Context: an optimization exercise on an open-source flow, tuned for a short achievable clock period. The choices shown serve that exercise and are no tape-out recipe.
Function was checked by simulation only, so behaviour that the tests miss may differ from the original.
Power and IR drop assume default switching activity.

==> design/flow/design.v <==
`default_nettype none
package offload_pkg;
  typedef logic [31:0] data_t;
  typedef logic [31:0] addr_t;
  typedef logic [4:0]  acc_id_t;
  typedef logic [1:0]  acc_target_t;
  typedef logic [3:0]  strb_t;
  typedef logic [11:0] ssr_word_t;
  localparam acc_target_t TARGET_FPU  = 2'd0;
  localparam acc_target_t TARGET_HIVE = 2'd1;
  localparam acc_target_t TARGET_SSR  = 2'd2;
  localparam int unsigned NUM_TARGETS = 3;
  localparam int unsigned TGT_IDX_W   = $clog2(NUM_TARGETS);
  localparam int unsigned NUM_SSRS      = 3;
  localparam int unsigned NUM_SSR_REGS  = 8;
  localparam int unsigned SSR_DM_SEL_W  = $clog2(NUM_SSRS);
  localparam int unsigned SSR_REG_SEL_W = $clog2(NUM_SSR_REGS);
  localparam logic [31:0] SCFG_MASK    = 32'h0000_707f;
  localparam logic [31:0] SCFGRI_MATCH = 32'h0000_102b;
  localparam logic [31:0] SCFGWI_MATCH = 32'h0000_202b;
  localparam logic [31:0] SCFGR_MATCH  = 32'h0000_502b;
  localparam logic [31:0] SCFGW_MATCH  = 32'h0000_602b;
  localparam int unsigned TCDM_ADDR_WIDTH = 17;
  localparam addr_t       TCDM_MASK       = {32{1'b1}} << TCDM_ADDR_WIDTH;
  localparam int unsigned MEM_RSP_DEPTH   = 4;
  localparam int unsigned MEM_PTR_W       = $clog2(MEM_RSP_DEPTH);
  typedef struct packed {
    acc_target_t target;
    acc_id_t     id;
    data_t       data_op;
    data_t       data_arga;
    data_t       data_argb;
    data_t       data_argc;
  } acc_req_t;
  typedef struct packed {
    acc_id_t id;
    data_t   data;
    logic    error;
  } acc_rsp_t;
  localparam int unsigned ACC_RSP_W = 5 + 32 + 1;
  typedef struct packed {
    addr_t addr;
    data_t wdata;
    logic  write;
    strb_t strb;
  } mem_req_t;
  typedef struct packed {
    data_t rdata;
    logic  error;
  } mem_rsp_t;
  typedef enum logic {
    MEM_SOC  = 1'b0,
    MEM_TCDM = 1'b1
  } mem_port_t;
endpackage
`default_nettype wire
`timescale 1ns/1ps
`default_nettype none
module offload_req_stage
(
  input  logic                   clk_i,
  input  logic                   rst_ni,
  input  offload_pkg::acc_req_t  acc_req_i,
  input  logic                   acc_valid_i,
  output logic                   acc_ready_o,
  output offload_pkg::acc_req_t  tgt_req_o,
  output logic [offload_pkg::NUM_TARGETS-1:0] tgt_valid_o,
  input  logic [offload_pkg::NUM_TARGETS-1:0] tgt_ready_i,
  output logic                   ssr_we_o,
  output logic [offload_pkg::NUM_SSRS*offload_pkg::NUM_SSR_REGS-1:0] ssr_sel_o,
  output offload_pkg::acc_id_t   ssr_rid_o
);
  localparam int unsigned NW = offload_pkg::NUM_SSRS*offload_pkg::NUM_SSR_REGS;
  logic          in_rd_imm, in_wr_imm, in_rd_reg, in_wr_reg, in_write;
  logic [11:0]   in_addr;
  logic          in_range;
  logic [NW-1:0] in_sel;
  logic [offload_pkg::NUM_TARGETS-1:0] in_tgt;
  assign in_rd_imm = (acc_req_i.data_op & offload_pkg::SCFG_MASK) == offload_pkg::SCFGRI_MATCH;
  assign in_wr_imm = (acc_req_i.data_op & offload_pkg::SCFG_MASK) == offload_pkg::SCFGWI_MATCH;
  assign in_rd_reg = (acc_req_i.data_op & offload_pkg::SCFG_MASK) == offload_pkg::SCFGR_MATCH;
  assign in_wr_reg = (acc_req_i.data_op & offload_pkg::SCFG_MASK) == offload_pkg::SCFGW_MATCH;
  assign in_write  = in_wr_imm | in_wr_reg;
  always_comb begin
    if (in_rd_imm || in_wr_imm) begin
      in_addr = acc_req_i.data_op[31:20];
    end else if (in_rd_reg || in_wr_reg) begin
      in_addr = acc_req_i.data_argb[11:0];
    end else begin
      in_addr = '0;
    end
  end
  assign in_range = (in_addr[4:0] < 5'(offload_pkg::NUM_SSRS)) &&
                    (in_addr[11:5] < 7'(offload_pkg::NUM_SSR_REGS));
  always_comb begin
    for (int unsigned w = 0; w < NW; w++) begin
      in_sel[w] = in_range &&
                  (in_addr[1:0] == 2'(w / offload_pkg::NUM_SSR_REGS)) &&
                  (in_addr[7:5] == 3'(w % offload_pkg::NUM_SSR_REGS));
    end
  end
  assign in_tgt[offload_pkg::TARGET_FPU]  = (acc_req_i.target != offload_pkg::TARGET_HIVE) &&
                                            (acc_req_i.target != offload_pkg::TARGET_SSR);
  assign in_tgt[offload_pkg::TARGET_HIVE] = acc_req_i.target == offload_pkg::TARGET_HIVE;
  assign in_tgt[offload_pkg::TARGET_SSR]  = acc_req_i.target == offload_pkg::TARGET_SSR;
  offload_pkg::acc_req_t h_req_q, t_req_q;
  logic                  h_we_q, t_we_q;
  logic [NW-1:0]         h_sel_q, t_sel_q;
  offload_pkg::acc_id_t  h_rid_q, t_rid_q;
  logic [offload_pkg::NUM_TARGETS-1:0] h_vld_q, t_tgt_q;
  logic                  full2_q;
  logic                  stall;
  assign stall       = |(h_vld_q & ~tgt_ready_i);
  assign acc_ready_o = ~full2_q;
  always_ff @(posedge clk_i) begin
    if (rst_ni) begin
      h_vld_q <= '0;
      full2_q <= 1'b0;
    end else begin
      if (!stall) begin
        h_vld_q <= full2_q ? t_tgt_q : (in_tgt & {offload_pkg::NUM_TARGETS{acc_valid_i}});
      end
      full2_q <= stall & (full2_q | acc_valid_i);
    end
  end
  always_ff @(posedge clk_i) begin
    if (!stall) begin
      h_req_q <= full2_q ? t_req_q : acc_req_i;
      h_we_q  <= full2_q ? t_we_q  : (in_write & in_range);
      h_sel_q <= full2_q ? t_sel_q : in_sel;
      h_rid_q <= full2_q ? t_rid_q : (in_write ? offload_pkg::acc_id_t'(0) : acc_req_i.id);
    end
    if (!full2_q) begin
      t_req_q <= acc_req_i;
      t_we_q  <= in_write & in_range;
      t_sel_q <= in_sel;
      t_rid_q <= in_write ? offload_pkg::acc_id_t'(0) : acc_req_i.id;
      t_tgt_q <= in_tgt;
    end
  end
  assign tgt_req_o   = h_req_q;
  assign tgt_valid_o = h_vld_q;
  assign ssr_we_o    = h_we_q;
  assign ssr_sel_o   = h_sel_q;
  assign ssr_rid_o   = h_rid_q;
endmodule
`default_nettype wire
`timescale 1ns/1ps
`default_nettype none
module ssr_cfg_unit
(
  input  logic     clk_i,
  input  logic     rst_ni,
  input  offload_pkg::acc_req_t req_i,
  input  logic     valid_i,
  output logic     ready_o,
  input  logic     we_i,
  input  logic [offload_pkg::NUM_SSRS*offload_pkg::NUM_SSR_REGS-1:0] sel_i,
  input  offload_pkg::acc_id_t  rid_i,
  output offload_pkg::acc_rsp_t rsp_o,
  output logic     rsp_valid_o,
  output logic     rsp_valid_d_o,
  input  logic     rsp_ready_i
);
  localparam int unsigned NW = offload_pkg::NUM_SSRS*offload_pkg::NUM_SSR_REGS;
  logic [NW-1:0][31:0]    cfg_q;
  logic                   pend_we_q;
  logic [NW-1:0]          pend_sel_q;
  offload_pkg::data_t     pend_data_q;
  offload_pkg::acc_rsp_t  rsp_q;
  logic                   rsp_valid_q;
  offload_pkg::data_t     rdata, fdata;
  logic                   fwd;
  logic                   req_hs;
  always_comb begin
    fdata = '0;
    for (int unsigned w = 0; w < NW; w++) begin
      fdata = fdata | (cfg_q[w] & {32{sel_i[w]}});
    end
  end
  assign fwd   = pend_we_q & |(pend_sel_q & sel_i);
  assign rdata = fwd ? pend_data_q : fdata;
  assign ready_o = ~rsp_valid_q | rsp_ready_i;
  assign req_hs  = valid_i & ready_o;
  always_ff @(posedge clk_i) begin
    if (rst_ni) begin
      pend_we_q <= 1'b0;
    end else begin
      pend_we_q <= req_hs & we_i;
    end
  end
  always_ff @(posedge clk_i) begin
    pend_sel_q  <= sel_i;
    pend_data_q <= req_i.data_arga;
  end
  always_ff @(posedge clk_i) begin
    if (rst_ni) begin
      cfg_q <= '0;
    end else begin
      for (int unsigned w = 0; w < NW; w++) begin
        if (pend_we_q && pend_sel_q[w]) begin
          cfg_q[w] <= pend_data_q;
        end
      end
    end
  end
  always_comb begin
    if (rst_ni) begin
      rsp_valid_d_o = 1'b0;
    end else if (req_hs) begin
      rsp_valid_d_o = 1'b1;
    end else if (rsp_ready_i) begin
      rsp_valid_d_o = 1'b0;
    end else begin
      rsp_valid_d_o = rsp_valid_q;
    end
  end
  always_ff @(posedge clk_i) begin
    rsp_valid_q <= rsp_valid_d_o;
  end
  always_ff @(posedge clk_i) begin
    if (req_hs) begin
      rsp_q.id    <= rid_i;
      rsp_q.data  <= rdata;
      rsp_q.error <= 1'b0;
    end
  end
  assign rsp_o       = rsp_q;
  assign rsp_valid_o = rsp_valid_q;
endmodule
`default_nettype wire
`timescale 1ns/1ps
`default_nettype none
module offload_rsp_arbiter
(
  input  logic                              clk_i,
  input  logic                              rst_ni,
  input  logic [offload_pkg::NUM_TARGETS*offload_pkg::ACC_RSP_W-1:0] src_rsp_i,
  input  logic     [offload_pkg::NUM_TARGETS-1:0]        src_valid_i,
  input  logic                              ssr_valid_d_i,
  output logic     [offload_pkg::NUM_TARGETS-1:0]        src_ready_o,
  output offload_pkg::acc_rsp_t                          rsp_o,
  output logic                              rsp_valid_o,
  input  logic                              rsp_ready_i
);
  offload_pkg::acc_rsp_t  rsp_q, rsp_d;
  logic                   rsp_valid_q;
  logic [2:0]             last_q, gnt, v;
  logic                   any_gnt;
  logic                   load_en;
  assign v = src_valid_i;
  assign load_en = ~rsp_valid_q | rsp_ready_i;
  assign gnt[0] = v[0] & (last_q[2] | (last_q[1] & ~v[2]) | (last_q[0] & ~v[2] & ~v[1]));
  assign gnt[1] = v[1] & (last_q[0] | (last_q[2] & ~v[0]) | (last_q[1] & ~v[0] & ~v[2]));
  assign gnt[2] = v[2] & (last_q[1] | (last_q[0] & ~v[1]) | (last_q[2] & ~v[1] & ~v[0]));
  assign any_gnt = |v;
  assign src_ready_o[2] = gnt[2] & load_en;
  logic fa_q, fa_n_q, fb_n_q, le_out, sel0, sel1;
  logic [2:0] last_d;
  always_comb begin
    if (rst_ni) begin
      last_d = 3'b100;
    end else if (load_en && any_gnt) begin
      last_d = gnt;
    end else begin
      last_d = last_q;
    end
  end
  always_ff @(posedge clk_i) begin
    fa_q   <= last_d[2] | (last_d[1] & ~ssr_valid_d_i);
    fa_n_q <= ~(last_d[2] | (last_d[1] & ~ssr_valid_d_i));
    fb_n_q <= ~(last_d[0] & ~ssr_valid_d_i);
  end
  cc_nand2b u_le   (.a_n(rsp_ready_i), .b(rsp_valid_q), .y(le_out));
  cc_nor2   u_sel0 (.a(v[1]), .b(fb_n_q), .y(sel0));
  cc_nor2   u_sel1 (.a(v[0]), .b(fa_n_q), .y(sel1));
  cc_o211a  u_rdy0 (.a1(fa_q), .a2(sel0), .b1(v[0]), .c1(le_out), .x(src_ready_o[0]));
  cc_o211a  u_rdy1 (.a1(last_q[0]), .a2(sel1), .b1(v[1]), .c1(le_out), .x(src_ready_o[1]));
  always_comb begin
    rsp_d = '0;
    for (int unsigned s = 0; s < 3; s++) begin
      rsp_d = rsp_d | (src_rsp_i[s*offload_pkg::ACC_RSP_W +: offload_pkg::ACC_RSP_W] &
                       {offload_pkg::ACC_RSP_W{gnt[s]}});
    end
  end
  always_ff @(posedge clk_i) begin
    if (rst_ni) begin
      rsp_valid_q <= 1'b0;
    end else if (load_en) begin
      rsp_valid_q <= any_gnt;
    end
  end
  always_ff @(posedge clk_i) begin
    last_q <= last_d;
  end
  always_ff @(posedge clk_i) begin
    if (load_en && any_gnt) begin
      rsp_q <= rsp_d;
    end
  end
  assign rsp_o       = rsp_q;
  assign rsp_valid_o = rsp_valid_q;
endmodule
`default_nettype wire
`timescale 1ns/1ps
`default_nettype none
module mem_route
(
  input  logic     clk_i,
  input  logic     rst_ni,
  input  offload_pkg::addr_t    tcdm_base_i,
  input  offload_pkg::mem_req_t core_req_i,
  input  logic     core_valid_i,
  output logic     core_ready_o,
  output offload_pkg::mem_rsp_t core_rsp_o,
  output logic     core_rsp_valid_o,
  output offload_pkg::mem_req_t tcdm_req_o,
  output logic     tcdm_valid_o,
  input  logic     tcdm_ready_i,
  input  offload_pkg::mem_rsp_t tcdm_rsp_i,
  input  logic     tcdm_rsp_valid_i,
  output logic     tcdm_rsp_ready_o,
  output offload_pkg::mem_req_t soc_req_o,
  output logic     soc_valid_o,
  input  logic     soc_ready_i,
  input  offload_pkg::mem_rsp_t soc_rsp_i,
  input  logic     soc_rsp_valid_i,
  output logic     soc_rsp_ready_o
);
  localparam int unsigned D = offload_pkg::MEM_RSP_DEPTH;
  logic [D-1:0] port_q;    
  logic [D-1:0] cnt_q;     
  logic         hr_tcdm_q, hr_soc_q;
  logic [D-1:0] port_a, port_d, cnt_a, cnt_d;
  logic [D:0]   cnt_ext;
  logic         is_tcdm;
  logic         push, pop;
  localparam int unsigned NSEL = 6;
  logic [NSEL-1:0] rsp_sel_t_q, rsp_sel_s_q;
  localparam int unsigned NB = 32 - offload_pkg::TCDM_ADDR_WIDTH;   
  logic [NB-1:0]   base_q;
  logic [NB-1:0]   bit_eq;
  logic [3:0]      grp_ne;
  logic            pair_eq_a, pair_eq_b, win_ne_v, win_ne_r, win_ne_int;
  logic            vld_nf_n, tr_nf_n, sr_nf_n, not_full;
  always_ff @(posedge clk_i) begin
    if (rst_ni) begin
      base_q <= tcdm_base_i[31:offload_pkg::TCDM_ADDR_WIDTH];
    end
  end
  for (genvar i = 0; i < NB; i++) begin : g_bit
    cc_xnor2 u_eq (.a(core_req_i.addr[offload_pkg::TCDM_ADDR_WIDTH+i]),
                   .b(base_q[i]), .y(bit_eq[i]));
  end
  cc_nand4 u_ne0 (.a(bit_eq[0]),  .b(bit_eq[1]),  .c(bit_eq[2]),  .d(bit_eq[3]),  .y(grp_ne[0]));
  cc_nand4 u_ne1 (.a(bit_eq[4]),  .b(bit_eq[5]),  .c(bit_eq[6]),  .d(bit_eq[7]),  .y(grp_ne[1]));
  cc_nand4 u_ne2 (.a(bit_eq[8]),  .b(bit_eq[9]),  .c(bit_eq[10]), .d(bit_eq[11]), .y(grp_ne[2]));
  cc_nand3 u_ne3 (.a(bit_eq[12]), .b(bit_eq[13]), .c(bit_eq[14]), .y(grp_ne[3]));
  cc_nor2  u_pair_a (.a(grp_ne[0]), .b(grp_ne[1]), .y(pair_eq_a));
  cc_nor2  u_pair_b (.a(grp_ne[2]), .b(grp_ne[3]), .y(pair_eq_b));
  cc_nand2 u_win_ne_v (.a(pair_eq_a), .b(pair_eq_b), .y(win_ne_v));
  cc_nand2 u_win_ne_r (.a(pair_eq_a), .b(pair_eq_b), .y(win_ne_r));
  cc_nand2 u_win_ne_int (.a(pair_eq_a), .b(pair_eq_b), .y(win_ne_int));
  assign not_full = ~cnt_q[D-1];
  cc_nand2 u_vld_nf (.a(core_valid_i), .b(not_full), .y(vld_nf_n));
  cc_nand2 u_tr_nf  (.a(tcdm_ready_i), .b(not_full), .y(tr_nf_n));
  cc_nand2 u_sr_nf  (.a(soc_ready_i),  .b(not_full), .y(sr_nf_n));
  assign is_tcdm = ~win_ne_int;
  assign tcdm_req_o   = core_req_i;
  assign soc_req_o    = core_req_i;
  cc_nor2  u_tcdm_vld (.a(win_ne_v), .b(vld_nf_n), .y(tcdm_valid_o));
  cc_a21oi u_soc_vld (.a1(pair_eq_a), .a2(pair_eq_b), .b1(vld_nf_n), .y(soc_valid_o));
  cc_mux2i u_ready (.s(win_ne_r), .a0(tr_nf_n), .a1(sr_nf_n), .y(core_ready_o));
  assign push         = core_valid_i & ~cnt_q[D-1] & (is_tcdm ? tcdm_ready_i : soc_ready_i);
  assign tcdm_rsp_ready_o = hr_tcdm_q;
  assign soc_rsp_ready_o  = hr_soc_q;
  assign core_rsp_valid_o = (tcdm_rsp_valid_i & hr_tcdm_q) | (soc_rsp_valid_i & hr_soc_q);
  for (genvar c = 0; c < NSEL; c++) begin : g_sel
    cc_dff u_sel_t (.clk_i(clk_i), .d_i(port_d[0]),  .q_o(rsp_sel_t_q[c]));
    cc_dff u_sel_s (.clk_i(clk_i), .d_i(~port_d[0]), .q_o(rsp_sel_s_q[c]));
  end
  for (genvar k = 0; k < 33; k++) begin : g_rsp
    cc_a22o u_rsp (.a1(tcdm_rsp_i[k]), .a2(rsp_sel_t_q[k % NSEL]),
                   .b1(soc_rsp_i[k]),  .b2(rsp_sel_s_q[k % NSEL]), .x(core_rsp_o[k]));
  end
  assign pop              = core_rsp_valid_o;
  always_comb begin
    if (pop) begin
      port_a = {1'b0, port_q[D-1:1]};
      cnt_a  = {1'b0, cnt_q[D-1:1]};
    end else begin
      port_a = port_q;
      cnt_a  = cnt_q;
    end
    port_d  = port_a;
    cnt_ext = {cnt_a, 1'b1};
    for (int unsigned k = 0; k < D; k++) begin
      if (push && !cnt_a[k] && cnt_ext[k]) begin
        port_d[k] = is_tcdm;
      end
    end
    cnt_d = push ? {cnt_a[D-2:0], 1'b1} : cnt_a;
  end
  always_ff @(posedge clk_i) begin
    if (rst_ni) begin
      cnt_q     <= '0;
      hr_tcdm_q <= 1'b0;
      hr_soc_q  <= 1'b0;
    end else begin
      cnt_q     <= cnt_d;
      hr_tcdm_q <= cnt_d[0] & port_d[0];
      hr_soc_q  <= cnt_d[0] & ~port_d[0];
    end
  end
  always_ff @(posedge clk_i) begin
    port_q <= port_d;
  end
endmodule
`default_nettype wire
`timescale 1ns/1ps
`default_nettype none
module core_complex_fabric
(
  input  logic     clk_i,
  input  logic     rst_ni,
  input  offload_pkg::acc_req_t acc_req_i,
  input  logic     acc_valid_i,
  output logic     acc_ready_o,
  output offload_pkg::acc_rsp_t acc_rsp_o,
  output logic     acc_rsp_valid_o,
  input  logic     acc_rsp_ready_i,
  output offload_pkg::acc_req_t fpu_req_o,
  output logic     fpu_valid_o,
  input  logic     fpu_ready_i,
  input  offload_pkg::acc_rsp_t fpu_rsp_i,
  input  logic     fpu_rsp_valid_i,
  output logic     fpu_rsp_ready_o,
  output offload_pkg::acc_req_t hive_req_o,
  output logic     hive_valid_o,
  input  logic     hive_ready_i,
  input  offload_pkg::acc_rsp_t hive_rsp_i,
  input  logic     hive_rsp_valid_i,
  output logic     hive_rsp_ready_o,
  input  offload_pkg::addr_t    tcdm_base_i,
  input  offload_pkg::mem_req_t core_req_i,
  input  logic     core_valid_i,
  output logic     core_ready_o,
  output offload_pkg::mem_rsp_t core_rsp_o,
  output logic     core_rsp_valid_o,
  output offload_pkg::mem_req_t tcdm_req_o,
  output logic     tcdm_valid_o,
  input  logic     tcdm_ready_i,
  input  offload_pkg::mem_rsp_t tcdm_rsp_i,
  input  logic     tcdm_rsp_valid_i,
  output logic     tcdm_rsp_ready_o,
  output offload_pkg::mem_req_t soc_req_o,
  output logic     soc_valid_o,
  input  logic     soc_ready_i,
  input  offload_pkg::mem_rsp_t soc_rsp_i,
  input  logic     soc_rsp_valid_i,
  output logic     soc_rsp_ready_o
);
  offload_pkg::acc_req_t                   tgt_req;
  logic     [offload_pkg::NUM_TARGETS-1:0] tgt_valid, tgt_ready;
  offload_pkg::acc_rsp_t                   ssr_rsp;
  logic                       ssr_rsp_valid, ssr_rsp_valid_d;
  logic [offload_pkg::NUM_TARGETS*offload_pkg::ACC_RSP_W-1:0] src_rsp;
  logic                       ssr_we;
  logic [offload_pkg::NUM_SSRS*offload_pkg::NUM_SSR_REGS-1:0] ssr_sel;
  offload_pkg::acc_id_t       ssr_rid;
  logic     [offload_pkg::NUM_TARGETS-1:0] src_valid, src_ready;
  offload_req_stage i_offload_req_stage (
    .clk_i       (clk_i),
    .rst_ni      (rst_ni),
    .acc_req_i   (acc_req_i),
    .acc_valid_i (acc_valid_i),
    .acc_ready_o (acc_ready_o),
    .tgt_req_o   (tgt_req),
    .tgt_valid_o (tgt_valid),
    .tgt_ready_i (tgt_ready),
    .ssr_we_o    (ssr_we),
    .ssr_sel_o   (ssr_sel),
    .ssr_rid_o   (ssr_rid)
  );
  assign fpu_req_o    = tgt_req;
  assign hive_req_o   = tgt_req;
  assign fpu_valid_o  = tgt_valid[offload_pkg::TARGET_FPU];
  assign hive_valid_o = tgt_valid[offload_pkg::TARGET_HIVE];
  assign tgt_ready[offload_pkg::TARGET_FPU]  = fpu_ready_i;
  assign tgt_ready[offload_pkg::TARGET_HIVE] = hive_ready_i;
  ssr_cfg_unit i_ssr_cfg_unit (
    .clk_i       (clk_i),
    .rst_ni      (rst_ni),
    .req_i       (tgt_req),
    .valid_i     (tgt_valid[offload_pkg::TARGET_SSR]),
    .ready_o     (tgt_ready[offload_pkg::TARGET_SSR]),
    .we_i        (ssr_we),
    .sel_i       (ssr_sel),
    .rid_i       (ssr_rid),
    .rsp_o       (ssr_rsp),
    .rsp_valid_o (ssr_rsp_valid),
    .rsp_valid_d_o (ssr_rsp_valid_d),
    .rsp_ready_i (src_ready[offload_pkg::TARGET_SSR])
  );
  assign src_rsp   = {ssr_rsp, hive_rsp_i, fpu_rsp_i};
  assign src_valid = {ssr_rsp_valid, hive_rsp_valid_i, fpu_rsp_valid_i};
  assign fpu_rsp_ready_o  = src_ready[offload_pkg::TARGET_FPU];
  assign hive_rsp_ready_o = src_ready[offload_pkg::TARGET_HIVE];
  offload_rsp_arbiter i_offload_rsp_arbiter (
    .clk_i       (clk_i),
    .rst_ni      (rst_ni),
    .src_rsp_i   (src_rsp),
    .src_valid_i (src_valid),
    .ssr_valid_d_i (ssr_rsp_valid_d),
    .src_ready_o (src_ready),
    .rsp_o       (acc_rsp_o),
    .rsp_valid_o (acc_rsp_valid_o),
    .rsp_ready_i (acc_rsp_ready_i)
  );
  mem_route i_mem_route (
    .clk_i            (clk_i),
    .rst_ni           (rst_ni),
    .tcdm_base_i      (tcdm_base_i),
    .core_req_i       (core_req_i),
    .core_valid_i     (core_valid_i),
    .core_ready_o     (core_ready_o),
    .core_rsp_o       (core_rsp_o),
    .core_rsp_valid_o (core_rsp_valid_o),
    .tcdm_req_o       (tcdm_req_o),
    .tcdm_valid_o     (tcdm_valid_o),
    .tcdm_ready_i     (tcdm_ready_i),
    .tcdm_rsp_i       (tcdm_rsp_i),
    .tcdm_rsp_valid_i (tcdm_rsp_valid_i),
    .tcdm_rsp_ready_o (tcdm_rsp_ready_o),
    .soc_req_o        (soc_req_o),
    .soc_valid_o      (soc_valid_o),
    .soc_ready_i      (soc_ready_i),
    .soc_rsp_i        (soc_rsp_i),
    .soc_rsp_valid_i  (soc_rsp_valid_i),
    .soc_rsp_ready_o  (soc_rsp_ready_o)
  );
endmodule
`default_nettype wire
`default_nettype none
module cc_xnor2 (input logic a, input logic b, output logic y);
  assign y = ~(a ^ b);
endmodule
module cc_nand3 (input logic a, input logic b, input logic c, output logic y);
  assign y = ~(a & b & c);
endmodule
module cc_nand4 (input logic a, input logic b, input logic c, input logic d, output logic y);
  assign y = ~(a & b & c & d);
endmodule
module cc_a22o (input logic a1, input logic a2, input logic b1, input logic b2, output logic x);
  assign x = (a1 & a2) | (b1 & b2);
endmodule
module cc_nor3 (input logic a, input logic b, input logic c, output logic y);
  assign y = ~(a | b | c);
endmodule
module cc_nor2 (input logic a, input logic b, output logic y);
  assign y = ~(a | b);
endmodule
module cc_nand2 (input logic a, input logic b, output logic y);
  assign y = ~(a & b);
endmodule
module cc_a21oi (input logic a1, input logic a2, input logic b1, output logic y);
  assign y = ~((a1 & a2) | b1);
endmodule
module cc_mux2i (input logic s, input logic a0, input logic a1, output logic y);
  assign y = ~(s ? a1 : a0);
endmodule
module cc_nand2b (input logic a_n, input logic b, output logic y);
  assign y = ~(~a_n & b);
endmodule
module cc_o211a (input logic a1, input logic a2, input logic b1, input logic c1, output logic x);
  assign x = (a1 | a2) & b1 & c1;
endmodule
module cc_dff (input logic clk_i, input logic d_i, output logic q_o);
  always_ff @(posedge clk_i) begin
    q_o <= d_i;
  end
endmodule
`default_nettype wire
==> design/flow/run.sh <==
#!/bin/bash
# synth_recipe.tcl (not shown) runs the flow's synth.tcl, then flattens the netlist and writes it again
# the make line also repeats each setting of config.mk as NAME=value (left out here)
make -C /OpenROAD-flow-scripts/flow DESIGN_CONFIG=/design/flow/config.mk WORK_HOME=/design/flow/orfs CLKGATE_MAP_FILE= SYNTH_SCRIPT=/design/flow/synth_recipe.tcl finish
==> design/flow/config.mk <==
export PLATFORM = sky130hd
export DESIGN_NAME = core_complex_fabric
export DESIGN_NICKNAME = core_complex_fabric
export VERILOG_FILES = /design/flow/design.v
export SDC_FILE = /design/flow/constraint.sdc
export NUM_CORES = 4
export LEC_CHECK = 0
export ABC_CLOCK_PERIOD_IN_PS = 2500
export CAP_MARGIN = 20
export CORE_MARGIN = 2
export CORE_UTILIZATION = 40
export SETUP_SLACK_MARGIN = 2.5
export SLEW_MARGIN = 20
export SYNTH_HIERARCHICAL = 1
==> design/flow/constraint.sdc <==
create_clock -name core_clock -period 5.0 [get_ports {clk_i}]
set_input_delay 1.0000 -clock core_clock [delete_from_list [all_inputs] [get_ports {clk_i}]]
set_output_delay 1.0000 -clock core_clock [all_outputs]
set_load 0.01 [all_outputs]
==> results of run 1 <==
[modules after synthesis (local to each module, per instance)]
module	cell area [um^2]	times used	cells inside
offload_req_stage	10800	1	643
cc_a22o	8.76	33	1
cc_nand2b	6.26	1	1
cc_xnor2	8.76	15	1
cc_nand4	6.26	3	1
offload_rsp_arbiter	2040	1	157
cc_o211a	10.0	2	1
cc_nand2	3.75	6	1
core_complex_fabric	1010	1	135
ssr_cfg_unit	34100	1	4283
cc_nand3	5.00	1	1
cc_nor2	3.75	5	1
cc_dff	20.0	12	1
cc_a21oi	8.76	1	1
mem_route	1980	1	202
cc_mux2i	10.0	1	1
[per-stage QoR]
step                hold slack (ps)  instances  utilization [%]  area [um^2]
floorplan                       343       5500                -        50900
global placement                398       7211             45.3        57000
detailed placement              398       7211             45.3        57000
CTS                             416       7567             49.4        62100
global route                    424       7594             49.7        62400
finish                          406       7603             49.7        62500
[path summary, 6_finish.rpt]
check	start	end	cells past startpoint
min	i_offload_req_stage.h_req_q[82]	i_ssr_cfg_unit.pend_data_q[18]	0
max	core_req_i[65]	core_ready_o	7
min reg2reg	i_offload_req_stage.h_req_q[82]	i_ssr_cfg_unit.pend_data_q[18]	0
max reg2reg	i_mem_route.base_q[11]	i_mem_route.cnt_q[1]	20
[power groups by stage]
stage / Clock, mW / Sequential [mW] / Combinational (mW)
4_1_cts: 10.4 / 11.3 / 2.56
2_1_floorplan: 0 / 11.5 / 1.24
3_5_place_dp: 0 / 11.6 / 2.60
5_1_grt: 10.8 / 11.4 / 2.72
3_3_place_gp: 0 / 11.6 / 2.60
6_report: 10.3 / 11.3 / 2.67
[layout by cell type, fill, tap and decap left out, types with 26 or more instances in the layout]
cell type,Yosys,final
sky130_fd_sc_hd__a222oi_1,38,38
sky130_fd_sc_hd__clkbuf_1,341,37
sky130_fd_sc_hd__a22o_1,98,97
sky130_fd_sc_hd__a22oi_1,271,271
sky130_fd_sc_hd__inv_1,53,52
sky130_fd_sc_hd__buf_6,9,91
sky130_fd_sc_hd__clkbuf_16,0,144
sky130_fd_sc_hd__dfxtp_1,1021,1003
sky130_fd_sc_hd__buf_2,144,136
sky130_fd_sc_hd__a221oi_1,64,64
sky130_fd_sc_hd__a311oi_1,32,32
sky130_fd_sc_hd__a21oi_1,778,776
sky130_fd_sc_hd__a41oi_2,30,28
sky130_fd_sc_hd__mux2_2,124,124
sky130_fd_sc_hd__edfxtp_1,261,261
sky130_fd_sc_hd__clkdlybuf4s15_1,0,153
sky130_fd_sc_hd__nand4_1,35,35
sky130_fd_sc_hd__nor3_1,35,26
sky130_fd_sc_hd__clkbuf_2,0,46
sky130_fd_sc_hd__clkdlybuf4s50_1,0,230
sky130_fd_sc_hd__nand2_1,1697,1677
sky130_fd_sc_hd__clkdlybuf4s15_2,0,38
sky130_fd_sc_hd__dlygate4sd2_1,0,53
sky130_fd_sc_hd__buf_4,274,199
[routing by layer]
layer,global-route usage (%),part of all wire [%]
met2,50.3,44
met4,18.8,6.8
met3,11.3,13
met5,1.22,0.12
met1,38.8,36
[logic make-up after synthesis]
family	after synthesis
AND/OR/NAND/NOR	1851
flip-flops	1282
AO/OA/AOI/OAI	1387
buffers and inverters	834
multiplexers	127
adder cells (fa/ha/maj)	2
XOR/XNOR	16
other	1
[flip-flops by register name, indices dropped and copies added (netlist names), 6 cells and up]
signal,count
i_offload_req_stage.h_req_q,135
i_mem_route.base_q,15
i_offload_req_stage.h_sel_q,24
i_offload_req_stage.t_sel_q,24
i_ssr_cfg_unit.rsp_q,37
i_mem_route.g_sel.u_sel_t.q_o,6
i_mem_route.g_sel.u_sel_s.q_o,6
i_ssr_cfg_unit.cfg_q,768
i_offload_rsp_arbiter.rsp_q,38
i_ssr_cfg_unit.pend_sel_q,24
i_offload_req_stage.t_req_q,135
i_ssr_cfg_unit.pend_data_q,32
[synthesized netlist by cell type (all sizes together), types with 4 or more instances]
master and n:
nand2 1697, dfxtp 1021, a21oi 779, buf 439, clkbuf 341, a22oi 272
edfxtp 261, mux2 124, a22o 98, a221oi 64, inv 53, a222oi 38
nand4 35, nor3 35, a311oi 32, a41oi 32, and2 27, o21ai 17
nor2 16, o31ai 16, xnor2 16, nand2b 14, nor2b 8, o41ai 8
a211oi 5, o32a 4
[final cells by class]
class	count	area, um^2
timing repair buffer	968	8600
clock inverter	52	574
antenna	10	25.0
inverter	54	208
tap	1650	2060
clock buffer	201	4010
multi-input combinational	3386	18700
fill	11600	63300
sequential	1282	28300
[timing repair]
item                       4_1_cts  5_1_grt
resized for setup             1385      180
pin swaps                       58       51
setup buffers                  102       24
setup endpoints to repair      974      290
hold buffers                     0        0
cloned                           1        2
==> key figures, run 1 <==
Worst setup path
  • WP data arrival: 2180 ps
  • Required time at the worst-slack endpoint: 4000 ps
  • CP Cell Sequence: clkdlybuf4s15_2, xnor2_1, nand4_1, nor2_4, nand2_2, mux2i_2, buf_2
  • Crit-path slowest cell: sky130_fd_sc_hd__clkdlybuf4s15_2
  • Endpoint type of the worst setup path: primary output
  • Startpoint Class: input pin
  • Setup slack of the most critical reg-to-reg path: 2110 ps
  • Setup Crit Path Kind: input pin to primary output
  • CP top delay family: buffers and inverters
  • Crit-path max cell delay: 220 ps
  • Highest fanout seen on the critical path: 4
  • Buffer and inverter count on the worst path: 2

Yosys
  • Most used flip-flop cell after synthesis: sky130_fd_sc_hd__dfxtp_1
  • Compound-gate portion of the synthesized area: 18.0%
  • Xor and xnor fraction of the mapped netlist area: 0.276%
  • Netlist area before placement: 0.0507 mm^2
  • Multiplexer share of the synthesized area: 2.82%
  • Most area-hungry cell type in the Yosys netlist: sky130_fd_sc_hd__dfxtp_1
  • Async set-or-reset flop fraction in the synthesized netlist: 0%
  • Number of flops mapped to enable cells by yosys: 261
  • Leading cell types by total area after synthesis: sky130_fd_sc_hd__dfxtp_1 (40%), sky130_fd_sc_hd__edfxtp_1 (15%), sky130_fd_sc_hd__nand2_1 (13%)
  • Post-synthesis adder-cell area fraction: 0.0494%
  • Gate count of the mapped netlist: 5500
  • Sequential cell area fraction in the yosys report: 55.8%
  • Net count of the mapped netlist: 5893
  • Synth Area per Inst: 9.22 um^2
  • Portion of synthesized cell area occupied by the leading cell type: 40.3%
  • Dominant combinational cell family by area after synthesis: compound AO/OA/AOI/OAI gates
  • Synth warnings: 11
  • Synthesized flop and latch total: 1282
  • Post-synthesis cell type count: 66
  • Simple-gate share of the synthesized area: 14.4%

Timing
  • Max-slew violation count: 0
  • Final Hold Fails: 0
  • Upper clock frequency limit: 315 MHz
  • Final min period: 3180 ps
  • Setup clock skew after layout: 40.4 ps
  • Relative slew slack: 19.3%
  • Worst Setup Slack, final: 1820 ps
  • Setup TNS Final: 0 ps
  • Final cycle utilization of the critical path: 63.6%
  • Slew at the pin with the worst max-slew slack: 1210 ps
  • Endpoints failing setup: 0
  • Unrepaired setup endpoints after global routing: true

Floorplanning
  • Width of the die: 360 um
  • Total Die Area: 0.130 mm^2
  • Ports placed on the boundary: 882
  • Number of placement rows: 130
  • Effective utilization at floorplan: 40.3%
  • Die Y-Extent: 360 um
  • Standard cell core area: 0.126 mm^2

Place
  • IO buf count: 702
  • Half-perimeter wire length after placement: 133 mm
  • GPL Wtd Cong: 0.934
  • Dpl ws: 973 ps

Clock tree
  • Clk slew on worst S/H paths: 60 ps
  • Clock Tree Buf Depth: 3
  • Clock tree root driver cell: sky130_fd_sc_hd__clkbuf_16
  • Clock sink total: 1282
  • CTS H-Tree Depth: 4
  • Number of CTS-inserted buffers: 138
  • Clock latency on the worst-skew pair: 780 ps
  • Clock tree from TritonCTS: built

Power
  • Portion of total power attributed to sequential cells: 46.6%
  • Power Internal: 17.8 mW
  • Switching share of power: 26.6%
  • Leakage power figure: 22.3 nW
  • Total power density per cell area: 389 mW/mm^2
  • Clock network fraction of design power: 42.4%
  • Gate power share: 11.0%
  • Power, Total: 24.3 mW
  • Net switching power: 6.46 mW
  • IR drop worst, VDD: 0.371 mV

Global routing
  • Vias in the first global route: 41.8k
  • Maximum number of pins on one net before global-route repair: 127
  • Leftover overflow at the end of global routing: 0
  • Number of antenna violations at the first check in global routing: 13
  • First-pass GRT wire length: 305 mm
  • Total global routing track utilization: 32.4%

Cells and area
  • Share of cells above drive strength 1: 17.6%
  • Nets: 6223
  • Syn-to-layout area delta: 23.2%

Routing
  • Count of TritonRoute iterations in the first routing pass: 8
  • Post-detailed-route wirelength per cell: 28.9 um
  • Post-detailed-route via-to-cell ratio: 5.83
  • Post-detailed-route count of antenna-violating nets: 0
  • DRC viols: 0
  • Number of violations reported at the end of detailed-routing iteration 0: 5546
  • Routed Wire Length: 220 mm
  • Vias after detailed routing: 44.3k

Job
  • MaxCap Viol Count: 0

Worst hold path
  • Class of the tightest hold or removal check: register to register

Outcome
  • Outcome: no timing/DRC/antenna violations
==> inputs of run 2 (changes only) <==
--- a/design/flow/config.mk
+++ b/design/flow/config.mk
@@ -8,7 +8,7 @@
 export ABC_CLOCK_PERIOD_IN_PS = 2500
 export CAP_MARGIN = 20
 export CORE_MARGIN = 2
-export CORE_UTILIZATION = 40
+export CORE_UTILIZATION = 65
 export SETUP_SLACK_MARGIN = 2.5
 export SLEW_MARGIN = 20
 export SYNTH_HIERARCHICAL = 1
==> key figures, run 2 <==
Routing
  • Post-detailed-route wirelength per cell: 31.0 um
  • Post-detailed-route via-to-cell ratio: 6.67
  • Met2 wire length: 87.1 mm
  • DRC viols: 0
  • Highest metal layer used by the detailed router: met5
  • Metal1 wirelength: 67.9 mm
  • Number of violations reported at the end of detailed-routing iteration 0: 7964
  • Vias after detailed routing: 46.5k
  • Routed Wire Length: 216 mm
  • Post-detailed-route count of antenna-violating nets: 0
  • Length of routed met3 wiring: 41.4 mm
  • Count of TritonRoute iterations in the first routing pass: 12

Timing
  • Endpoints failing setup: 0
  • Setup clock skew after layout: 27.9 ps
  • Relative slew slack: 16.3%
  • Max-slew violation count: 0
  • Upper clock frequency limit: 306 MHz
  • Final min period: 3270 ps
  • Unrepaired setup endpoints after global routing: true
  • Final cycle utilization of the critical path: 65.4%
  • Final Hold Fails: 0
  • Setup TNS Final: 0 ps
  • Slew at the pin with the worst max-slew slack: 1260 ps

Yosys
  • Net count of the mapped netlist: 5893
  • Leading cell types by total area after synthesis: sky130_fd_sc_hd__dfxtp_1 (40%), sky130_fd_sc_hd__edfxtp_1 (15%), sky130_fd_sc_hd__nand2_1 (13%)
  • Number of flops mapped to enable cells by yosys: 261
  • Synth Area per Inst: 9.22 um^2
  • Portion of synthesized cell area occupied by the leading cell type: 40.3%
  • Netlist area before placement: 0.0507 mm^2
  • Most area-hungry cell type in the Yosys netlist: sky130_fd_sc_hd__dfxtp_1
  • Top cells by count, synth: sky130_fd_sc_hd__nand2_1 (1697), sky130_fd_sc_hd__dfxtp_1 (1021), sky130_fd_sc_hd__a21oi_1 (778), sky130_fd_sc_hd__clkbuf_1 (341), sky130_fd_sc_hd__buf_4 (274)
  • Post-synthesis cell type count: 66
  • Leading cell type by number of instances after synthesis: sky130_fd_sc_hd__nand2_1
  • Synth warnings: 11
  • Gate count of the mapped netlist: 5500
  • Synthesized flop and latch total: 1282
  • Most used flip-flop cell after synthesis: sky130_fd_sc_hd__dfxtp_1
  • Async set-or-reset flop fraction in the synthesized netlist: 0%
  • Sequential cell area fraction in the yosys report: 55.8%

Floorplanning
  • Ports placed on the boundary: 882
  • Width of the die: 283 um
  • Standard cell core area: 0.0773 mm^2
  • Total Die Area: 0.0802 mm^2
  • Number of placement rows: 102
  • Effective utilization at floorplan: 65.5%
  • Die Y-Extent: 283 um

Clock tree
  • Number of CTS-inserted buffers: 132
  • Clock sink total: 1282
  • Clock latency on the worst-skew pair: 750 ps
  • Clk slew on worst S/H paths: 60 ps
  • CTS H-Tree Depth: 4
  • Clock tree from TritonCTS: built
  • Clock tree root driver cell: sky130_fd_sc_hd__clkbuf_16
  • Clock Tree Buf Depth: 3

Cells and area
  • Syn-to-layout area delta: 20.9%
  • Share of cells above drive strength 1: 15.3%
  • Nets: 6203
  • FF+latch area: 0.0283 mm^2
  • Flip-flop count of the largest register, all copies and words added: 768
  • Non-filler instance count after layout: 6969
  • Largest registers: i_ssr_cfg_unit.cfg_q x768, i_offload_req_stage.h_req_q x135, i_offload_req_stage.t_req_q x135
  • Multi-input gate area in the final layout: 0.0185 mm^2
  • Most used cells in the layout excluding fill and tap cells: sky130_fd_sc_hd__nand2_1 (1696), sky130_fd_sc_hd__dfxtp_1 (1005), sky130_fd_sc_hd__a21oi_1 (778), sky130_fd_sc_hd__a22oi_1 (270), sky130_fd_sc_hd__edfxtp_1 (261)
  • Number of inserted filler cells in the final layout: 5225
  • Register bank with the most flops: i_ssr_cfg_unit.cfg_q
  • Most common cell after layout, fill and taps aside: sky130_fd_sc_hd__nand2_1

Place
  • IO buf count: 702
  • Cells after DPL: 6613
  • GPL Wtd Cong: 1.18
  • Half-perimeter wire length after placement: 131 mm

Job
  • MaxCap Viol Count: 0

Worst setup path
  • Crit-path max cell delay: 430 ps
  • Cell type with the highest occurrence count on the critical path: sky130_fd_sc_hd__nor2_4
  • WP data arrival: 2270 ps
  • Highest fanout seen on the critical path: 2
  • CP Cell Sequence: xnor2_2, nand4_1, nor2_4, nand2_2, nor2_4, buf_6
  • Launch instance of the worst register-to-register path: i_offload_req_stage.h_sel_q[21]
  • Endpoint type of the worst setup path: primary output
  • Startpoint Class: register
  • Buffer and inverter count on the worst path: 1
  • Crit-path slowest cell: sky130_fd_sc_hd__edfxtp_1
  • Required time at the worst-slack endpoint: 4000 ps
  • Crit. Startpoint: i_mem_route.base_q[2]
  • CP top delay family: simple AND/OR/NAND/NOR gates
  • Setup Crit Path Kind: register to primary output

Global routing
  • Maximum number of pins on one net before global-route repair: 138
  • First-pass GRT wire length: 303 mm
  • Total global routing track utilization: 52.0%
  • Leftover overflow at the end of global routing: 0
  • Vias in the first global route: 43.8k
  • Number of antenna violations at the first check in global routing: 13

Worst hold path
  • Beginning of the worst hold path: i_offload_req_stage.h_req_q[79]
  • Class of the tightest hold or removal check: register to register

Power
  • Leakage power figure: 22.2 nW
  • Total power density per cell area: 393 mW/mm^2
  • IR drop worst, VDD: 0.328 mV
  • Power, Total: 24.1 mW

Outcome
  • Outcome: no timing/DRC/antenna violations
[run 2: cell counts after synthesis]
No cell type changed its count.
[run 2: worst register-to-register path, stage by stage (launching register included)]
cell and delay, ps:
sky130_fd_sc_hd__edfxtp_1 510, sky130_fd_sc_hd__buf_4 390, sky130_fd_sc_hd__a22oi_1 460, sky130_fd_sc_hd__nand4_1 130, sky130_fd_sc_hd__nor3_1 400, sky130_fd_sc_hd__a41oi_2 370
[run 2: worst paths after layout]
path / slack [ps] / cells past startpoint / end
setup / recovery: 1730 / 6 / tcdm_valid_o
hold / removal: 420 / 0 / i_ssr_cfg_unit.pend_data_q[15]
setup reg to reg: 2360 / 5 / i_ssr_cfg_unit.rsp_q[12]
hold reg to reg: 420 / 0 / i_ssr_cfg_unit.pend_data_q[15]
[run 2: layout make-up]
type | count | area share (%)
clock inverter | 49 | 0.867
sequential | 1282 | 46.2
inverter | 54 | 0.345
timing repair buffer | 954 | 14.0
antenna | 14 | 0.0571
multi-input combinational | 3386 | 30.1
clock buffer | 190 | 6.23
tap | 1040 | 2.12
[run 2: cell families (layout without fill, tap and decap cells)]
family / Yosys count / after routing / synth area share [%]
simple gates: 1851 / 1851 / 14.4
flops: 1282 / 1282 / 55.8
buf+inv: 834 / 1247 / 8.69
fa+ha+maj: 2 / 2 / 0.0494
xor+xnor: 16 / 16 / 0.276
other cells: 1 / 15 / 0.00740
compound gates: 1387 / 1389 / 18.0
mux: 127 / 127 / 2.82
[run 2: what timing repair did]
item | CTS | global route
setup endpoints to repair | 861 | 255
hold buffers | 0 | 0
pin swaps | 49 | 36
setup buffers | 85 | 16
resized for setup | 1138 | 205
cloned | 1 | 1
[run 2: modules after synthesis, one instance, submodules excluded, excerpt]
| module | flops+latches | area, um^2 |
|---|---|---|
| cc_nand3 | 0 | 5.00 |
| cc_mux2i | 0 | 10.0 |
| cc_nand2 | 0 | 3.75 |
| cc_nand4 | 0 | 6.26 |
| ssr_cfg_unit | 863 | 34100 |
| cc_a22o | 0 | 8.76 |
| core_complex_fabric | 0 | 1010 |
| offload_req_stage | 337 | 10800 |
| cc_nand2b | 0 | 6.26 |
| cc_xnor2 | 0 | 8.76 |
| cc_a21oi | 0 | 8.76 |
| cc_o211a | 0 | 10.0 |
| mem_route | 25 | 1980 |
[run 2: per-stage QoR]
| step | utilization (%) | cell area, um^2 | worst slack (ps) | hold slack [ps] |
|---|---|---|---|---|
| detailed placement | 72.8 | 56300 | 864 | 405 |
| floorplan | - | 50900 | 1370 | 343 |
| global route | 79.2 | 61300 | 1710 | 419 |
| finish | 79.3 | 61300 | 1730 | 418 |
| global placement | 72.8 | 56300 | 839 | 401 |
| CTS | 78.8 | 60900 | 1790 | 415 |
[run 2: report_power, final]
part           internal, mW  switching [mW]  total, mW
registers              11.0           0.385       11.4
clock network          5.75            4.21       9.96
logic                  1.02            1.70       2.72
total                  17.8            6.29       24.1
[run 2: metal layers]
layer	track usage [%]	up-vias
met2	72.5	4387
met5	1.31	-
li1	-	19300
met1	59.5	21600
met3	29.7	1236
met4	37.2	10
==> inputs of run 3 (changes only) <==
--- a/design/flow/design.v
+++ b/design/flow/design.v
@@ -338,19 +338,13 @@
   localparam int unsigned NSEL = 6;
   logic [NSEL-1:0] rsp_sel_t_q, rsp_sel_s_q;
   localparam int unsigned NB = 32 - offload_pkg::TCDM_ADDR_WIDTH;   
-  logic [NB-1:0]   base_q;
   logic [NB-1:0]   bit_eq;
   logic [3:0]      grp_ne;
   logic            pair_eq_a, pair_eq_b, win_ne_v, win_ne_r, win_ne_int;
   logic            vld_nf_n, tr_nf_n, sr_nf_n, not_full;
-  always_ff @(posedge clk_i) begin
-    if (rst_ni) begin
-      base_q <= tcdm_base_i[31:offload_pkg::TCDM_ADDR_WIDTH];
-    end
-  end
   for (genvar i = 0; i < NB; i++) begin : g_bit
     cc_xnor2 u_eq (.a(core_req_i.addr[offload_pkg::TCDM_ADDR_WIDTH+i]),
-                   .b(base_q[i]), .y(bit_eq[i]));
+                   .b(tcdm_base_i[offload_pkg::TCDM_ADDR_WIDTH+i]), .y(bit_eq[i]));
   end
   cc_nand4 u_ne0 (.a(bit_eq[0]),  .b(bit_eq[1]),  .c(bit_eq[2]),  .d(bit_eq[3]),  .y(grp_ne[0]));
   cc_nand4 u_ne1 (.a(bit_eq[4]),  .b(bit_eq[5]),  .c(bit_eq[6]),  .d(bit_eq[7]),  .y(grp_ne[1]));
--- a/design/flow/config.mk
+++ b/design/flow/config.mk
@@ -8,7 +8,7 @@
 export ABC_CLOCK_PERIOD_IN_PS = 2500
 export CAP_MARGIN = 20
 export CORE_MARGIN = 2
-export CORE_UTILIZATION = 65
+export CORE_UTILIZATION = 40
 export SETUP_SLACK_MARGIN = 2.5
 export SLEW_MARGIN = 20
 export SYNTH_HIERARCHICAL = 1
==> key figures, run 3 <==
Outcome
  • Outcome: no timing/DRC/antenna violations

Yosys
  • Gate count of the mapped netlist: 5485
  • Leading cell types by total area after synthesis: sky130_fd_sc_hd__dfxtp_1 (41%), sky130_fd_sc_hd__edfxtp_1 (15%), sky130_fd_sc_hd__nand2_1 (13%)
  • Synth warnings: 11
  • Post-synthesis cell type count: 66
  • Synth Area per Inst: 9.16 um^2
  • Top cells by count, synth: sky130_fd_sc_hd__nand2_1 (1697), sky130_fd_sc_hd__dfxtp_1 (1021), sky130_fd_sc_hd__a21oi_1 (778), sky130_fd_sc_hd__clkbuf_1 (341), sky130_fd_sc_hd__buf_4 (274)
  • Most area-hungry cell type in the Yosys netlist: sky130_fd_sc_hd__dfxtp_1
  • Net count of the mapped netlist: 5878
  • Number of flops mapped to enable cells by yosys: 246
  • Portion of synthesized cell area occupied by the leading cell type: 40.7%
  • Synthesized flop and latch total: 1267
  • Leading cell type by number of instances after synthesis: sky130_fd_sc_hd__nand2_1
  • Async set-or-reset flop fraction in the synthesized netlist: 0%
  • Netlist area before placement: 0.0502 mm^2
  • Most used flip-flop cell after synthesis: sky130_fd_sc_hd__dfxtp_1
  • Sequential cell area fraction in the yosys report: 55.4%

Clock tree
  • Clock latency on the worst-skew pair: 770 ps
  • Clock Tree Buf Depth: 3
  • Clock tree from TritonCTS: built
  • Clock tree root driver cell: sky130_fd_sc_hd__clkbuf_16
  • Clk slew on worst S/H paths: 60 ps
  • Clock sink total: 1267
  • CTS H-Tree Depth: 4
  • Number of CTS-inserted buffers: 137

Worst setup path
  • WP data arrival: 2070 ps
  • Startpoint Class: input pin
  • Setup Crit Path Kind: input pin to primary output
  • Highest fanout seen on the critical path: 3
  • Crit-path max cell delay: 180 ps
  • CP Cell Sequence: buf_6, xnor2_2, nand4_1, nor2_2, buf_4, buf_6, nand2_4, nor2_2, buf_2
  • CP top delay family: buffers and inverters
  • Endpoint type of the worst setup path: primary output
  • Required time at the worst-slack endpoint: 4000 ps
  • Buffer and inverter count on the worst path: 4
  • Crit-path slowest cell: sky130_fd_sc_hd__nor2_2

Power
  • Power, Total: 24.2 mW
  • Leakage power figure: 22.2 nW
  • Total power density per cell area: 391 mW/mm^2
  • IR drop worst, VDD: 0.307 mV

Routing
  • Vias after detailed routing: 43.9k
  • Post-detailed-route count of antenna-violating nets: 0
  • Post-detailed-route wirelength per cell: 28.8 um
  • Routed Wire Length: 218 mm
  • Number of violations reported at the end of detailed-routing iteration 0: 5656
  • DRC viols: 0
  • Post-detailed-route via-to-cell ratio: 5.79
  • Count of TritonRoute iterations in the first routing pass: 9

Timing
  • Setup clock skew after layout: 35.3 ps
  • Unrepaired setup endpoints after global routing: true
  • Slew at the pin with the worst max-slew slack: 1110 ps
  • Endpoints failing setup: 0
  • Final min period: 3070 ps
  • Final Hold Fails: 0
  • Relative slew slack: 25.9%
  • Setup TNS Final: 0 ps
  • Upper clock frequency limit: 325 MHz
  • Max-slew violation count: 0
  • Final cycle utilization of the critical path: 61.5%

Global routing
  • Leftover overflow at the end of global routing: 0
  • First-pass GRT wire length: 301 mm
  • Number of antenna violations at the first check in global routing: 10
  • Vias in the first global route: 40.8k
  • Total global routing track utilization: 32.7%
  • Maximum number of pins on one net before global-route repair: 150

Cells and area
  • Register bank with the most flops: i_ssr_cfg_unit.cfg_q
  • Flip-flop count of the largest register, all copies and words added: 768
  • Share of cells above drive strength 1: 17.2%
  • Largest registers: i_ssr_cfg_unit.cfg_q x768, i_offload_req_stage.h_req_q x135, i_offload_req_stage.t_req_q x135
  • Most common cell after layout, fill and taps aside: sky130_fd_sc_hd__nand2_1
  • Nets: 6206
  • Most used cells in the layout excluding fill and tap cells: sky130_fd_sc_hd__nand2_1 (1681), sky130_fd_sc_hd__dfxtp_1 (1003), sky130_fd_sc_hd__a21oi_1 (778), sky130_fd_sc_hd__a22oi_1 (271), sky130_fd_sc_hd__edfxtp_1 (246)
  • Syn-to-layout area delta: 23.0%
  • Non-filler instance count after layout: 7578

Floorplanning
  • Width of the die: 358 um
  • Number of placement rows: 130
  • Die Y-Extent: 358 um
  • Effective utilization at floorplan: 40.2%
  • Standard cell core area: 0.125 mm^2
  • Total Die Area: 0.128 mm^2
  • Ports placed on the boundary: 882

Worst hold path
  • Class of the tightest hold or removal check: register to register

Place
  • IO buf count: 702
  • Half-perimeter wire length after placement: 134 mm
  • Cells after DPL: 7201
  • GPL Wtd Cong: 0.930

Job
  • MaxCap Viol Count: 0
[run 3: cell types whose count changed in the layout (fill, tap and decap cells not counted), sizes merged, moves of 15 or more]
| cell | change |
|---|---|
| dlygate4sd2 | -61 |
| buf | +43 |
| clkbuf | +40 |
| clkdlybuf4s15 | +17 |
| clkdlybuf4s50 | -15 |
| edfxtp | -15 |
[run 3: where the power goes]
group          leakage, nW  switching (mW)  total (mW)  internal, mW
combinational         9.12            1.70        2.74          1.04
sequential            10.9           0.294        11.2          10.9
clock                 2.24            4.35        10.3          5.92
[run 3: path summary, 6_finish.rpt]
kind | from | to | slack [ps] | depth (start not counted)
setup / recovery | core_req_i[56] | tcdm_valid_o | 1930 | 9
hold reg to reg | i_offload_req_stage.h_rid_q[3] | i_ssr_cfg_unit.rsp_q[36] | 420 | 0
setup reg to reg | i_offload_req_stage.h_sel_q[0] | i_ssr_cfg_unit.rsp_q[2] | 2440 | 6
hold / removal | i_offload_req_stage.h_rid_q[3] | i_ssr_cfg_unit.rsp_q[36] | 420 | 0
[run 3: Yosys stat by module, one instance, submodules excluded, a selection]
module	copies in the design	area [um^2]	flops+latches	cells inside
cc_mux2i	1	10.0	0	1
cc_dff	12	20.0	1	1
cc_o211a	2	10.0	0	1
offload_rsp_arbiter	1	2040	45	157
cc_nand2	6	3.75	0	1
cc_nand3	1	5.00	0	1
cc_nor2	5	3.75	0	1
ssr_cfg_unit	1	34100	863	4283
cc_a21oi	1	8.76	0	1
cc_xnor2	15	8.76	0	1
cc_nand4	3	6.26	0	1
offload_req_stage	1	10800	337	643
cc_a22o	33	8.76	0	1
mem_route	1	1530	10	187
core_complex_fabric	1	1010	0	135
[run 3: what timing repair did]
action / in CTS / in global routing
gates resized for setup: 1356 / 166
hold endpoints to repair: 0 / 0
pin swaps: 60 / 45
hold buffers: 0 / 0
setup endpoints to repair: 728 / 246
gates cloned: 1 / 5
buffers inserted: 94 / 23
[run 3: kinds of logic (layout without fill, tap and decap cells)]
kind of cell | after synthesis | in the layout | share of synthesized area [%]
AOI/OAI and AO/OA | 1387 | 1389 | 18.2
other | 1 | 4 | 0.00746
adders and majority gates | 2 | 2 | 0.0498
and+or+nand+nor | 1851 | 1852 | 14.5
DFF | 1267 | 1267 | 55.4
xor gates and xnor gates | 16 | 16 | 0.279
buffers and inverters | 834 | 1271 | 8.77
muxes | 127 | 127 | 2.85
[run 3: cell type report]
class / instances / area, um^2
fill: 11600 / 63300
sequential: 1267 / 27900
multi-input combinational: 3387 / 18500
timing repair buffer: 966 / 8540
clock buffer: 202 / 4040
tap: 1650 / 2060
clock inverter: 49 / 510
inverter: 54 / 215
antenna: 3 / 7.51
[run 3: layer usage]
layer,wire length (um),vias to the layer above,track usage (%)
met4,15300,6,19.3
met1,79400,21100,40.1
met3,27800,631,10.2
li1,-,19200,-
met5,150,-,0.704
met2,95700,2924,50.6
[run 3: metrics by stage]
step / util (%) / worst slack [ps] / cell area [um^2] / hold WS, ps
3_3_place_gp: 45.2 / 908 / 56600 / 396
4_1_cts: 49.2 / 1920 / 61500 / 417
3_5_place_dp: 45.2 / 959 / 56600 / 404
5_1_grt: 49.4 / 1900 / 61800 / 419
2_1_floorplan: - / 1370 / 50400 / 343
6_report: 49.4 / 1930 / 61800 / 415
==> inputs of run 4 (changes only) <==
--- a/design/flow/design.v
+++ b/design/flow/design.v
@@ -338,13 +338,19 @@
   localparam int unsigned NSEL = 6;
   logic [NSEL-1:0] rsp_sel_t_q, rsp_sel_s_q;
   localparam int unsigned NB = 32 - offload_pkg::TCDM_ADDR_WIDTH;   
+  logic [NB-1:0]   base_q;
   logic [NB-1:0]   bit_eq;
   logic [3:0]      grp_ne;
   logic            pair_eq_a, pair_eq_b, win_ne_v, win_ne_r, win_ne_int;
   logic            vld_nf_n, tr_nf_n, sr_nf_n, not_full;
+  always_ff @(posedge clk_i) begin
+    if (rst_ni) begin
+      base_q <= tcdm_base_i[31:offload_pkg::TCDM_ADDR_WIDTH];
+    end
+  end
   for (genvar i = 0; i < NB; i++) begin : g_bit
     cc_xnor2 u_eq (.a(core_req_i.addr[offload_pkg::TCDM_ADDR_WIDTH+i]),
-                   .b(tcdm_base_i[offload_pkg::TCDM_ADDR_WIDTH+i]), .y(bit_eq[i]));
+                   .b(base_q[i]), .y(bit_eq[i]));
   end
   cc_nand4 u_ne0 (.a(bit_eq[0]),  .b(bit_eq[1]),  .c(bit_eq[2]),  .d(bit_eq[3]),  .y(grp_ne[0]));
   cc_nand4 u_ne1 (.a(bit_eq[4]),  .b(bit_eq[5]),  .c(bit_eq[6]),  .d(bit_eq[7]),  .y(grp_ne[1]));
==> design/flow/flow/run.sh (new file) <==
#!/bin/bash
# Own layout flow: the standard synthesis unchanged, then the
# standard ORFS layout with sizing not tied to cell footprints, so that
# the timing repair may swap port buffers and gates between cell
# families. Each step's full output goes to a log in this folder.
set -euo pipefail
cd "$(dirname "$0")/.."
W=$PWD

# 1. Standard synthesis, unchanged
bash standard.sh synth > "$W/log_synth.txt" 2>&1

# 2. Layout: the standard make command with extra settings
EXTRA="MATCH_CELL_FOOTPRINT=0"
if [[ -f "$W/flow/io.tcl" ]]; then
  EXTRA="$EXTRA PRE_IO_PLACEMENT_TCL=$W/flow/io.tcl"
fi
sed "s|\"\${@:-finish}\"|$EXTRA \"\${@:-finish}\"|" standard.sh > "$W/layout.sh"
bash "$W/layout.sh" finish > "$W/log_layout.txt" 2>&1
==> design/flow/standard.sh (new file) <==
#!/bin/bash
# synth_recipe.tcl (not shown) runs the flow's synth.tcl, then flattens the netlist and writes it again
# the make line also repeats each setting of config.mk as NAME=value (left out here)
make -C /OpenROAD-flow-scripts/flow DESIGN_CONFIG=/design/flow/config.mk WORK_HOME=/design/flow/orfs CLKGATE_MAP_FILE= SYNTH_SCRIPT=/design/flow/synth_recipe.tcl "${@:-finish}"
removed: design/flow/run.sh
==> key figures, run 4 <==
Outcome
  • Outcome: no timing/DRC/antenna violations

Place
  • GPL Wtd Cong: 0.934
  • Half-perimeter wire length after placement: 133 mm
  • IO buf count: 702
  • Cells after DPL: 7211

Routing
  • Number of violations reported at the end of detailed-routing iteration 0: 5714
  • Routed Wire Length: 220 mm
  • Post-detailed-route count of antenna-violating nets: 0
  • Vias after detailed routing: 44.1k
  • Count of TritonRoute iterations in the first routing pass: 9
  • Post-detailed-route wirelength per cell: 29.0 um
  • Post-detailed-route via-to-cell ratio: 5.82
  • DRC viols: 0

Power
  • Switching share of power: 26.4%
  • Leakage power figure: 25.4 nW
  • Clock network fraction of design power: 42.3%
  • IR drop worst, VDD: 0.369 mV
  • Gate power share: 11.1%
  • Net switching power: 6.42 mW
  • Power Internal: 17.9 mW
  • Portion of total power attributed to sequential cells: 46.5%
  • Total power density per cell area: 382 mW/mm^2

Floorplanning
  • Die Y-Extent: 360 um
  • Total Die Area: 0.130 mm^2
  • Standard cell core area: 0.126 mm^2
  • Width of the die: 360 um
  • Number of placement rows: 130
  • Ports placed on the boundary: 882
  • Effective utilization at floorplan: 40.3%

Yosys
  • Dominant combinational cell family by area after synthesis: compound AO/OA/AOI/OAI gates
  • Leading cell type by number of instances after synthesis: sky130_fd_sc_hd__nand2_1
  • Multiplexer share of the synthesized area: 2.82%
  • Portion of synthesized cell area occupied by the leading cell type: 40.3%
  • Synth Area per Inst: 9.22 um^2
  • Post-synthesis cell type count: 66
  • Number of flops mapped to enable cells by yosys: 261
  • Post-synthesis adder-cell area fraction: 0.0494%
  • Gate count of the mapped netlist: 5500
  • Netlist area before placement: 0.0507 mm^2
  • Synthesized flop and latch total: 1282
  • Net count of the mapped netlist: 5893
  • Sequential cell area fraction in the yosys report: 55.8%
  • Top cells by count, synth: sky130_fd_sc_hd__nand2_1 (1697), sky130_fd_sc_hd__dfxtp_1 (1021), sky130_fd_sc_hd__a21oi_1 (778), sky130_fd_sc_hd__clkbuf_1 (341), sky130_fd_sc_hd__buf_4 (274)
  • Xor and xnor fraction of the mapped netlist area: 0.276%
  • Most area-hungry cell type in the Yosys netlist: sky130_fd_sc_hd__dfxtp_1
  • Synth warnings: 11
  • Simple-gate share of the synthesized area: 14.4%
  • Async set-or-reset flop fraction in the synthesized netlist: 0%
  • Leading cell types by total area after synthesis: sky130_fd_sc_hd__dfxtp_1 (40%), sky130_fd_sc_hd__edfxtp_1 (15%), sky130_fd_sc_hd__nand2_1 (13%)
  • Compound-gate portion of the synthesized area: 18.0%
  • Most used flip-flop cell after synthesis: sky130_fd_sc_hd__dfxtp_1

Worst setup path
  • Launch instance of the worst register-to-register path: i_mem_route.base_q[9]
  • Highest fanout seen on the critical path: 4
  • CP Cell Sequence: xnor2_1, nand4_1, nor2_4, nand2_1, nor2_4, buf_6
  • Crit-path slowest cell: sky130_fd_sc_hd__edfxtp_1
  • Setup slack of the most critical reg-to-reg path: 2050 ps
  • Buffer and inverter count on the worst path: 1
  • WP data arrival: 2210 ps
  • Endpoint type of the worst setup path: primary output
  • Cell type with the highest occurrence count on the critical path: sky130_fd_sc_hd__nor2_4
  • Crit-path max cell delay: 430 ps
  • CP top delay family: simple AND/OR/NAND/NOR gates
  • Endpoint of the most critical register-to-register path: i_mem_route.port_q[2]
  • Startpoint Class: register
  • Required time at the worst-slack endpoint: 4000 ps
  • Setup Crit Path Kind: register to primary output
  • Worst Reg-to-Reg Cells: 18

Clock tree
  • Clock tree from TritonCTS: built
  • Clk slew on worst S/H paths: 60 ps
  • CTS H-Tree Depth: 4
  • Clock latency on the worst-skew pair: 770 ps
  • Clock tree root driver cell: sky130_fd_sc_hd__clkbuf_16
  • Number of CTS-inserted buffers: 138
  • Clock sink total: 1282
  • Clock Tree Buf Depth: 3

Timing
  • Final min period: 3210 ps
  • Setup TNS Final: 0 ps
  • Final cycle utilization of the critical path: 64.3%
  • Unrepaired setup endpoints after global routing: true
  • Slew at the pin with the worst max-slew slack: 1220 ps
  • Max-slew violation count: 0
  • Upper clock frequency limit: 311 MHz
  • Relative slew slack: 18.4%
  • Endpoints failing setup: 0
  • Setup clock skew after layout: 39.2 ps
  • Final Hold Fails: 0

Cells and area
  • Most common cell after layout, fill and taps aside: sky130_fd_sc_hd__nand2_1
  • Most used cells in the layout excluding fill and tap cells: sky130_fd_sc_hd__nand2_1 (1678), sky130_fd_sc_hd__dfxtp_1 (1003), sky130_fd_sc_hd__a21oi_1 (776), sky130_fd_sc_hd__dlymetal6s2s_1 (379), sky130_fd_sc_hd__a22oi_1 (271)
  • Nets: 6192
  • Non-filler instance count after layout: 7571
  • Syn-to-layout area delta: 25.5%
  • Flip-flop count of the largest register, all copies and words added: 768
  • Largest registers: i_ssr_cfg_unit.cfg_q x768, i_offload_req_stage.h_req_q x135, i_offload_req_stage.t_req_q x135
  • Register bank with the most flops: i_ssr_cfg_unit.cfg_q
  • Share of cells above drive strength 1: 14.1%

Global routing
  • Number of antenna violations at the first check in global routing: 12
  • Total global routing track utilization: 32.4%
  • Maximum number of pins on one net before global-route repair: 127
  • Vias in the first global route: 41.4k
  • Leftover overflow at the end of global routing: 0
  • First-pass GRT wire length: 304 mm

Worst hold path
  • Hold depth: 0
  • Class of the tightest hold or removal check: register to register
  • Terminating pin of the worst hold path: i_ssr_cfg_unit.pend_data_q[18]
  • Beginning of the worst hold path: i_offload_req_stage.h_req_q[82]

Job
  • MaxCap Viol Count: 0
-- run 4: changes by cell type in the layout (fill, tap and decap cells not counted), sizes merged, moves of 6 or more --
cell	before	now
clkdlybuf4s15	125	0
dlymetal6s2s	0	379
diode	3	9
clkbuf	260	235
edfxtp	246	261
clkdlybuf4s50	215	230
dlygate4sd2	124	0
buf	444	294
-- run 4: final cells by class --
class	count	area, um^2
multi-input cells	3386	18600
inverters	54	206
diodes	9	22.5
well taps	1650	2060
repair buffers	937	9830
fillers	11400	62100
clock buffers	201	4010
clock inverters	52	574
flip-flops and latches	1282	28300
-- run 4: worst register-to-register path: cells and delay by family (launching register included) --
kind	cells	cell delay [ps]
AND/OR/NAND/NOR	5	670
flip-flops	1	430
buffers and inverters	10	890
XOR/XNOR	1	220
AO/OA/AOI/OAI	2	470
-- run 4: power by group through the flow --
stage                     Sequential, mW  Combinational (mW)  Clock (mW)
final                               11.3                2.71        10.3
after global routing                11.3                2.76        10.8
after detailed placement            11.6                2.60           0
after floorplan                     11.5                1.24           0
after CTS                           11.3                2.59        10.4
after global placement              11.6                2.60           0
-- run 4: through the flow --
stage	worst slack (ps)	hold slack (ps)	utilization, %	area, um^2	power, mW
after floorplan	1370	343	-	50900	12.7
after global placement	988	398	45.3	57000	14.2
after detailed placement	973	398	45.3	57000	14.2
after CTS	1800	406	50.2	63100	24.3
after global routing	1780	424	50.6	63600	24.9
final	1790	398	50.6	63600	24.3
-- run 4: how the worst max path moves through the flow --
| stage | start | to | slack (ps) | depth (start not counted) |
|---|---|---|---|---|
| after floorplan | fpu_rsp_valid_i | i_offload_req_stage.h_req_q[0] | 1370 | 7 |
| after global placement | core_req_i[55] | core_ready_o | 990 | 7 |
| after detailed placement | core_req_i[55] | tcdm_valid_o | 970 | 7 |
| after CTS | i_mem_route.base_q[11] | core_ready_o | 1800 | 6 |
| after global routing | i_mem_route.base_q[6] | tcdm_valid_o | 1780 | 6 |
| final | i_mem_route.base_q[9] | tcdm_valid_o | 1790 | 6 |
-- run 4: Yosys stat by module, one instance, submodules excluded, excerpt --
module,area [um^2],flip-flops and latches,copies in the design,cells
offload_req_stage,10800,337,1,643
offload_rsp_arbiter,2040,45,1,157
cc_o211a,10.0,0,2,1
cc_xnor2,8.76,0,15,1
cc_a21oi,8.76,0,1,1
cc_nand4,6.26,0,3,1
cc_nand3,5.00,0,1,1
-- run 4: logic make-up after synthesis --
logic type / Yosys count
flops: 1282
simple gates: 1851
fa+ha+maj: 2
mux: 127
other cells: 1
buf+inv: 834
xor+xnor: 16
compound gates: 1387
-- run 4: per-layer routing --
metal	part of all wire (%)	track usage, %	routed length, um
met2	44	50.0	96400
met1	36	38.7	79000
met3	13	11.1	28400
met4	7.1	19.6	15600
met5	0.12	1.22	270
-- run 4: timing repair --
action,CTS,global route
hold buffers,0,0
buffers inserted,66,29
gates cloned,1,2
pin swaps,46,43
endpoints found under the setup margin,974,236
resized for setup,683,128

what the ideal ports hide:
No port has a modelled driver above. Below, the same layouts with a new extraction and two added sets of constraints.
Step 1 sets driving cells, clkbuf_16 on the clock port and buf_2 on the other inputs (assumed; they add their load-dependent delay and slew).
Step 2, shift: input delay + t, output delay - t, t = (earliest + latest rising clock arrival at the registers) / 2. This alone moves slack from input paths to output paths.
a / b / c = ideal ports / drivers / drivers and shift; a / b = the first two.
run	shift t [ns]	setup WS [ns]
run 1	0.834	1.822 / 1.763 / 1.304
run 2	0.807	1.729 / 1.652 / 1.711
run 3	0.845	1.925 / 1.857 / 1.707
run 4	0.831	1.787 / 1.714 / 1.314
After both steps setup and hold are still met in every run listed.
